This design comes from an exercise in tuning for small area, a short achievable clock period and few clock cycles per item on the open sky130 flow, not from production work.
In this exercise RTL edits were held to simulation tests only and were not proved equivalent to the original.

File: design/flow/config.mk
export PLATFORM = sky130hd
export DESIGN_NAME = rectangle_overlay_pixel_lookup_top
export DESIGN_NICKNAME = rectangle_overlay_pixel_lookup_top
export VERILOG_FILES = /design/flow/design.v
export SDC_FILE = /design/flow/constraint.sdc
export NUM_CORES = 4
export LEC_CHECK = 0
export CAP_MARGIN = 20
export CORE_MARGIN = 2
export CORE_UTILIZATION = 40
export SLEW_MARGIN = 20
File: design/flow/constraint.sdc
create_clock -name core_clock -period 6.0 [get_ports {i_clk}]
set_input_delay 1.2000 -clock core_clock [delete_from_list [all_inputs] [get_ports {i_clk}]]
set_output_delay 1.2000 -clock core_clock [all_outputs]
set_load 0.01 [all_outputs]
File: design/flow/design.v
package rop_pkg;
    localparam int MAX_RECTS = 128;
    localparam int IDX_W     = $clog2(MAX_RECTS);
    localparam int CNT_W     = $clog2(MAX_RECTS + 1);
    localparam int COL_W   = 7;
    localparam int ROW_W   = 5;
    localparam int GLYPH_W = 8;
    localparam int S_DATA_W = 48;
    localparam int M_DATA_W = 8;
    localparam int RECT_W   = 2*COL_W + 2*ROW_W + GLYPH_W;
    localparam int OUT_DEPTH = 4;
    localparam logic [GLYPH_W-1:0] SPACE_CHAR = 8'd32;
endpackage
module rop_table_ram (
    input  logic                                       i_clk,
    input  logic                                       i_shift,
    input  logic [rop_pkg::RECT_W-1:0]                 i_rect,
    input  logic [rop_pkg::CNT_W-1:0]                  i_count,
    input  logic [rop_pkg::ROW_W-1:0]                  i_row,
    input  logic [rop_pkg::COL_W-1:0]                  i_col,
    output logic [rop_pkg::MAX_RECTS-1:0]              o_cover,
    output logic [rop_pkg::MAX_RECTS*rop_pkg::GLYPH_W-1:0] o_glyphs
);
    logic [rop_pkg::RECT_W-1:0] r_mem [0:rop_pkg::MAX_RECTS-1];
    always_ff @(posedge i_clk) begin
        if (i_shift) begin
            r_mem[0] <= i_rect;
            for (int i = 1; i < rop_pkg::MAX_RECTS; i++) r_mem[i] <= r_mem[i-1];
        end
    end
    always_comb begin
        for (int i = 0; i < rop_pkg::MAX_RECTS; i++) begin
            o_cover[i] = (r_mem[i][6:0] <= i_col) && (r_mem[i][18:12] >= i_col) &&
                         (r_mem[i][11:7] <= i_row) && (r_mem[i][23:19] >= i_row) &&
                         (rop_pkg::CNT_W'(i) < i_count);
            o_glyphs[i*rop_pkg::GLYPH_W +: rop_pkg::GLYPH_W] = r_mem[i][31:24];
        end
    end
endmodule
module rop_ctrl (
    input  logic [rop_pkg::MAX_RECTS-1:0]                  i_cover,
    input  logic [rop_pkg::MAX_RECTS*rop_pkg::GLYPH_W-1:0] i_glyphs,
    output logic                                           o_hit,
    output logic [rop_pkg::GLYPH_W-1:0]                    o_glyph
);
    localparam int N = rop_pkg::MAX_RECTS;
    logic [N-1:0] w_before;    
    logic [N-1:0] w_sel;
    logic [rop_pkg::GLYPH_W-1:0] w_or;
    always_comb begin
        w_before[0] = 1'b0;
        for (int i = 1; i < N; i++) w_before[i] = w_before[i-1] | i_cover[i-1];
        w_sel = i_cover & ~w_before;
        w_or  = '0;
        for (int i = 0; i < N; i++)
            w_or = w_or | ({rop_pkg::GLYPH_W{w_sel[i]}} & i_glyphs[i*rop_pkg::GLYPH_W +: rop_pkg::GLYPH_W]);
    end
    assign o_hit   = |i_cover;
    assign o_glyph = o_hit ? w_or : rop_pkg::SPACE_CHAR;
endmodule
module rectangle_overlay_pixel_lookup_top (
    input  logic                           i_clk,
    input  logic                           i_rst_n,
    input  logic                           i_s_tvalid,
    output logic                           o_s_tready,
    input  logic [rop_pkg::S_DATA_W-1:0]   i_s_tdata,
    input  logic [0:0]                     i_s_tuser,
    output logic                           o_m_tvalid,
    input  logic                           i_m_tready,
    output logic [rop_pkg::M_DATA_W-1:0]   o_m_tdata,
    output logic [0:0]                     o_m_tuser
);
    localparam int D = rop_pkg::OUT_DEPTH;
    localparam int N = rop_pkg::MAX_RECTS;
    logic                         r_ready;
    logic [rop_pkg::CNT_W-1:0]    r_count;
    logic [$clog2(D+1)-1:0]       r_out;
    logic                         r_ld, r_q, r_cv;
    logic [43:0]                  r_d;
    logic [N-1:0]                 r_cov;
    logic [D-1:0]                 r_qv;
    logic [8:0]                   r_qd [0:D-1];
    logic                         w_fire, w_qfire, w_lfire, w_take;
    logic [N-1:0]                 w_cover;
    logic [N*rop_pkg::GLYPH_W-1:0] w_glyphs;
    logic                         w_hit;
    logic [7:0]                   w_glyph;
    logic [$clog2(D+1)-1:0]       w_out;
    assign w_fire  = i_s_tvalid && r_ready;
    assign w_qfire = w_fire && i_s_tuser[0];
    assign w_lfire = w_fire && !i_s_tuser[0] && !r_count[rop_pkg::CNT_W-1];
    assign w_take  = r_qv[0] && i_m_tready;
    assign w_out   = r_out + w_qfire - w_take;
    rop_table_ram u_tab (
        .i_clk    (i_clk),
        .i_shift  (r_ld),
        .i_rect   (r_d[31:0]),
        .i_count  (r_count),
        .i_row    (r_d[36:32]),
        .i_col    (r_d[43:37]),
        .o_cover  (w_cover),
        .o_glyphs (w_glyphs)
    );
    rop_ctrl u_sel (
        .i_cover  (r_cov),
        .i_glyphs (w_glyphs),
        .o_hit    (w_hit),
        .o_glyph  (w_glyph)
    );
    always_ff @(posedge i_clk) begin
        r_d   <= i_s_tdata[43:0];
        r_cov <= w_cover;
        if (!i_rst_n) begin
            r_ready <= 1'b1;
            r_count <= '0;
            r_out   <= '0;
            r_ld    <= 1'b0;
            r_q     <= 1'b0;
            r_cv    <= 1'b0;
        end else begin
            r_ready <= (w_out < D);
            r_count <= r_count + w_lfire;
            r_out   <= w_out;
            r_ld    <= w_lfire;
            r_q     <= w_qfire;
            r_cv    <= r_q;
        end
    end
    logic [D:0]  w_sv;
    logic [8:0]  w_sd [0:D];
    always_comb begin
        for (int k = 0; k < D; k++) begin
            w_sv[k] = w_take ? ((k + 1 < D) ? r_qv[(k+1)%D] : 1'b0) : r_qv[k];
            w_sd[k] = w_take ? r_qd[(k+1)%D] : r_qd[k];
        end
        w_sv[D] = 1'b0;
        w_sd[D] = '0;
    end
    always_ff @(posedge i_clk) begin
        for (int k = 0; k < D; k++) begin
            if (r_cv && !w_sv[k] && (k == 0 || w_sv[(k+D-1)%D]))
                r_qd[k] <= {w_hit, w_glyph};
            else
                r_qd[k] <= w_sd[k];
        end
        if (!i_rst_n) begin
            r_qv <= '0;
        end else begin
            for (int k = 0; k < D; k++)
                r_qv[k] <= w_sv[k] || (r_cv && (k == 0 || w_sv[(k+D-1)%D]));
        end
    end
    assign o_s_tready = r_ready;
    assign o_m_tvalid = r_qv[0];
    assign o_m_tdata  = r_qd[0][7:0];
    assign o_m_tuser  = r_qd[0][8];
endmodule
File: design/flow/run.sh
#!/bin/bash
# synth_recipe.tcl (not shown) runs the flow's synth.tcl, then flattens the netlist and writes it again
# the make line also repeats each setting of config.mk as NAME=value (left out here)
make -C /OpenROAD-flow-scripts/flow DESIGN_CONFIG=/design/flow/config.mk WORK_HOME=/design/flow/orfs CLKGATE_MAP_FILE= SYNTH_SCRIPT=/design/flow/synth_recipe.tcl finish
==> results_dict.tcl <==
set metrics [dict create \
    synthesis.nets 17130 \
    htree_num_levels 5 \
    ys_ff_latch 4323 \
    clock-root-buffer "clkbuf_16" \
    drtPass1Iterations 6 \
    wire_per_inst_um 24.03 \
    slew_viol_final 0 \
    cpPeakStageDelay_ns 1.04 \
    p_clk_share_pct 43.4 \
    fp.dieW_um 721.3 \
    power.total_w 0.06670 \
    cts_resized 0 \
    skew_ns 0.06691 \
    antenna_found_initial 39 \
    cts_tree "built" \
    arrival_ns 5.81 \
    comb_power_share_pct 6.1 \
    cts_num_sinks 4323 \
    cts.clk_slew.worst_paths_ns 0.07 \
    synth_top_cell_by_area "edfxtp_1" \
    drc 0 \
    rsz0062_at_grt "false" \
    port_buffers 59 \
    crit_family "simple AND/OR/NAND/NOR gates" \
    max_freq_mhz 200.7 \
    netlist_top_cells_area "edfxtp_1 (60%), ha_1 (19%), a21o_1 (2.9%)" \
    num_vias 120200 \
    crit_required_ns 6.83 \
    grt_pass1_wl_um 781200 \
    cp_num_buf_inv 2 \
    grt_pass1_vias 119200 \
    numCtsBuffers 454 \
    cp_slowest_cell "nor4_1" \
    overflow 0 \
    vias_per_cell 5.494 \
    hold_viol_final 0 \
    tns_ns 0 \
    dp_hpwl_um 368500 \
    place_congestion 0.9635 \
    p_int_w 0.05168 \
    ios 64 \
    ir_drop_uv 263.5 \
    synth_edf_count 4132 \
    nNetsFinal 17800 \
    ant_nets 0 \
    cts_hold_buf 0 \
    drive_gt1_share_pct 7.575 \
    maxCapViolCount 0 \
    syn-cell-area_sq_um 205800 \
    drt-total-wl_um 525500 \
    p_sw_share_pct 22.53 \
    start_util_pct 40.14 \
    synthArstFlopShare_pct 0 \
    die_area_sq_um 520300 \
    p_seq_share_pct 50.5 \
    switchingPower_w 0.01503 \
    syn-instance-count 14000 \
    ys_seq_area_share_pct 62.15 \
    grt_max_degree 184 \
    cp_max_fo 16 \
    tightestPinTransition_ns 1.282 \
    leakagePower_nw 82.22 \
    ys_warn_count 6 \
    die_h_um 721.3 \
    seqCellArea_sq_um 127900 \
    crit_path_end_kind "flip-flop" \
    synth_top_area_share_pct 60.29 \
    synth_flop_cell "edfxtp_1" \
    slew_headroom_pct 12.31 \
    crit_chain "or4_1, nor4_4, nand2_1, buf_4, nor4_1, a222oi_1, nand3_1, nor4_1, buf_4, a31oi_1" \
    multi_input_comb_area_sq_um 75590 \
    final.period_utilization_pct 83.03 \
    initialDrtViolationCount 11480 \
    grt_util_all_layers_pct 19.73 \
    cp-start-kind "flip-flop" \
    finalSetupViolCount 0 \
    ys_types 90 \
    outcome "complete, no violations" \
    clockBufferDepth 4 \
    insertion_delay_ns 1.04 \
    whs_ns 0.3989 \
    worst-setup-path-type "reg2reg" \
    post_cts_buffers 0 \
    fillers 44680 \
    hold_path_class "reg2reg" \
    power_density_nw_per_um2 285.9 \
    fp-row-count 263 \
    layout_common_cells "edfxtp_1 (4132), ha_1 (3076), a21o_1 (783), a21oi_1 (779), o21ai_0 (616)" \
    avgSynthCellArea_sq_um 14.70 \
    final_common_cell "edfxtp_1" \
    core_sq_um 512700 \
    syn2layout_area_growth_pct 13.34 \
    period_minus_slack_ns 4.982 \
]
[power by group through the flow]
stage | combinational, W | clock, W | sequential (W)
6_report | 0.00408 | 0.0289 | 0.0337
5_1_grt | 0.00471 | 0.0307 | 0.0337
3_5_place_dp | 0.00411 | 0 | 0.0343
3_3_place_gp | 0.00399 | 0 | 0.0343
4_1_cts | 0.00415 | 0.0296 | 0.0337
2_1_floorplan | 0.00233 | 0 | 0.0362
[final cells by class]
type,count,area share [%]
timing repair buffer,383,1.641
sequential,4323,54.84
inverter,564,0.9397
clock buffer,569,5.248
antenna,51,0.05471
multi-input combinational,8941,32.40
clock inverter,283,1.254
tap,6757,3.624
[synthesized netlist by cell type, types with 208 or more instances]
master and instances:
nand3_1 231, a21oi_1 783, nand2_1 264, inv_1 564, nand2b_1 571, o21a_1 400
a21o_1 783, ha_1 3076, nor2b_1 455, o21ai_0 616, edfxtp_1 4132, nand4_1 208
[state kept, by name (all words and copies together), names as in the netlist]
name	flops
r_out	3
u_tab.r_mem	4096
r_qd	36
r_count	8
r_d	44
r_cov	128
r_q	1
r_cv	1
r_ready	1
r_qv	4
r_ld	1
[cell families (layout without fill, tap and decap cells)]
kind of cell / after synthesis / after routing / synth area share, %
AOI/OAI and AO/OA: 3292 / 3292 / 10.49
xor gates and xnor gates: 5 / 5 / 0.02128
adders and majority gates: 3077 / 3077 / 18.71
buffers and inverters: 733 / 1799 / 1.365
DFF: 4323 / 4323 / 62.15
muxes: 4 / 4 / 0.02188
other: 0 / 51 / 0
and+or+nand+nor: 2563 / 2563 / 7.245
[metal layers]
| layer | vias up | global-route usage, % | routed length (um) |
|---|---|---|---|
| met3 | 885 | 2.957 | 30940 |
| met1 | 59530 | 26.80 | 229500 |
| met4 | 18 | 6.177 | 17810 |
| li1 | 56570 | - | - |
| met2 | 3162 | 32.61 | 247100 |
| met5 | - | 0 | 104 |
[metrics by stage]
step / cell area, sq um / setup slack (ns) / instances / util [%]
6_report: 233300 / 1.018 / 21870 / 45.50
5_1_grt: 233200 / 0.8852 / 21850 / 45.49
3_5_place_dp: 218000 / 1.340 / 20970 / 42.51
2_1_floorplan: 205800 / -22.94 / 14000 / -
4_1_cts: 233100 / 1.254 / 21820 / 45.47
3_3_place_gp: 217900 / 1.430 / 20970 / 42.49
[worst paths after layout]
check / startpoint / end / slack [ns] / cells after the start
worst max-delay path: r_cov[8]$_DFF_P_ / r_qd[3][2]$_DFFE_PP_ / 1.02 / 10
worst min-delay path: r_d[21]$_DFF_P_ / u_tab.r_mem[0][21]$_DFFE_PP_ / 0.40 / 0
worst max register to register: r_cov[8]$_DFF_P_ / r_qd[3][2]$_DFFE_PP_ / 1.02 / 10
worst min register to register: r_d[21]$_DFF_P_ / u_tab.r_mem[0][21]$_DFFE_PP_ / 0.40 / 0
Testbench counts, summed over its fixed seeds: cycles 2,534, queries 1,600.

-- afterwards: timing with drivers on the ports --
How much do the figures lean on ideal ports? The routed layout below was timed once more, with nothing changed but the port constraints.
Step 1 sets driving cells, clkbuf_16 on the clock port and buf_2 on the other inputs (assumed; they add their load-dependent delay and slew).
Step 2, shift: input delay + t, output delay - t, t = (earliest + latest rising clock arrival at the registers) / 2. This alone moves slack from input paths to output paths.
Slacks: ideal / step 1 / step 2; pairs: ideal / step 1.
shift t [ns]: 1.115
setup slack, ns: 1.018 / 1.018 / 1.018
worst setup path after step 2: register to register
latest minus earliest clock arrival (ns): 0.079 / 0.079
After both steps setup and hold are still met in this run. The setup slack of this run moves by 0.000 ns with the drivers and by 0.000 ns with both steps.
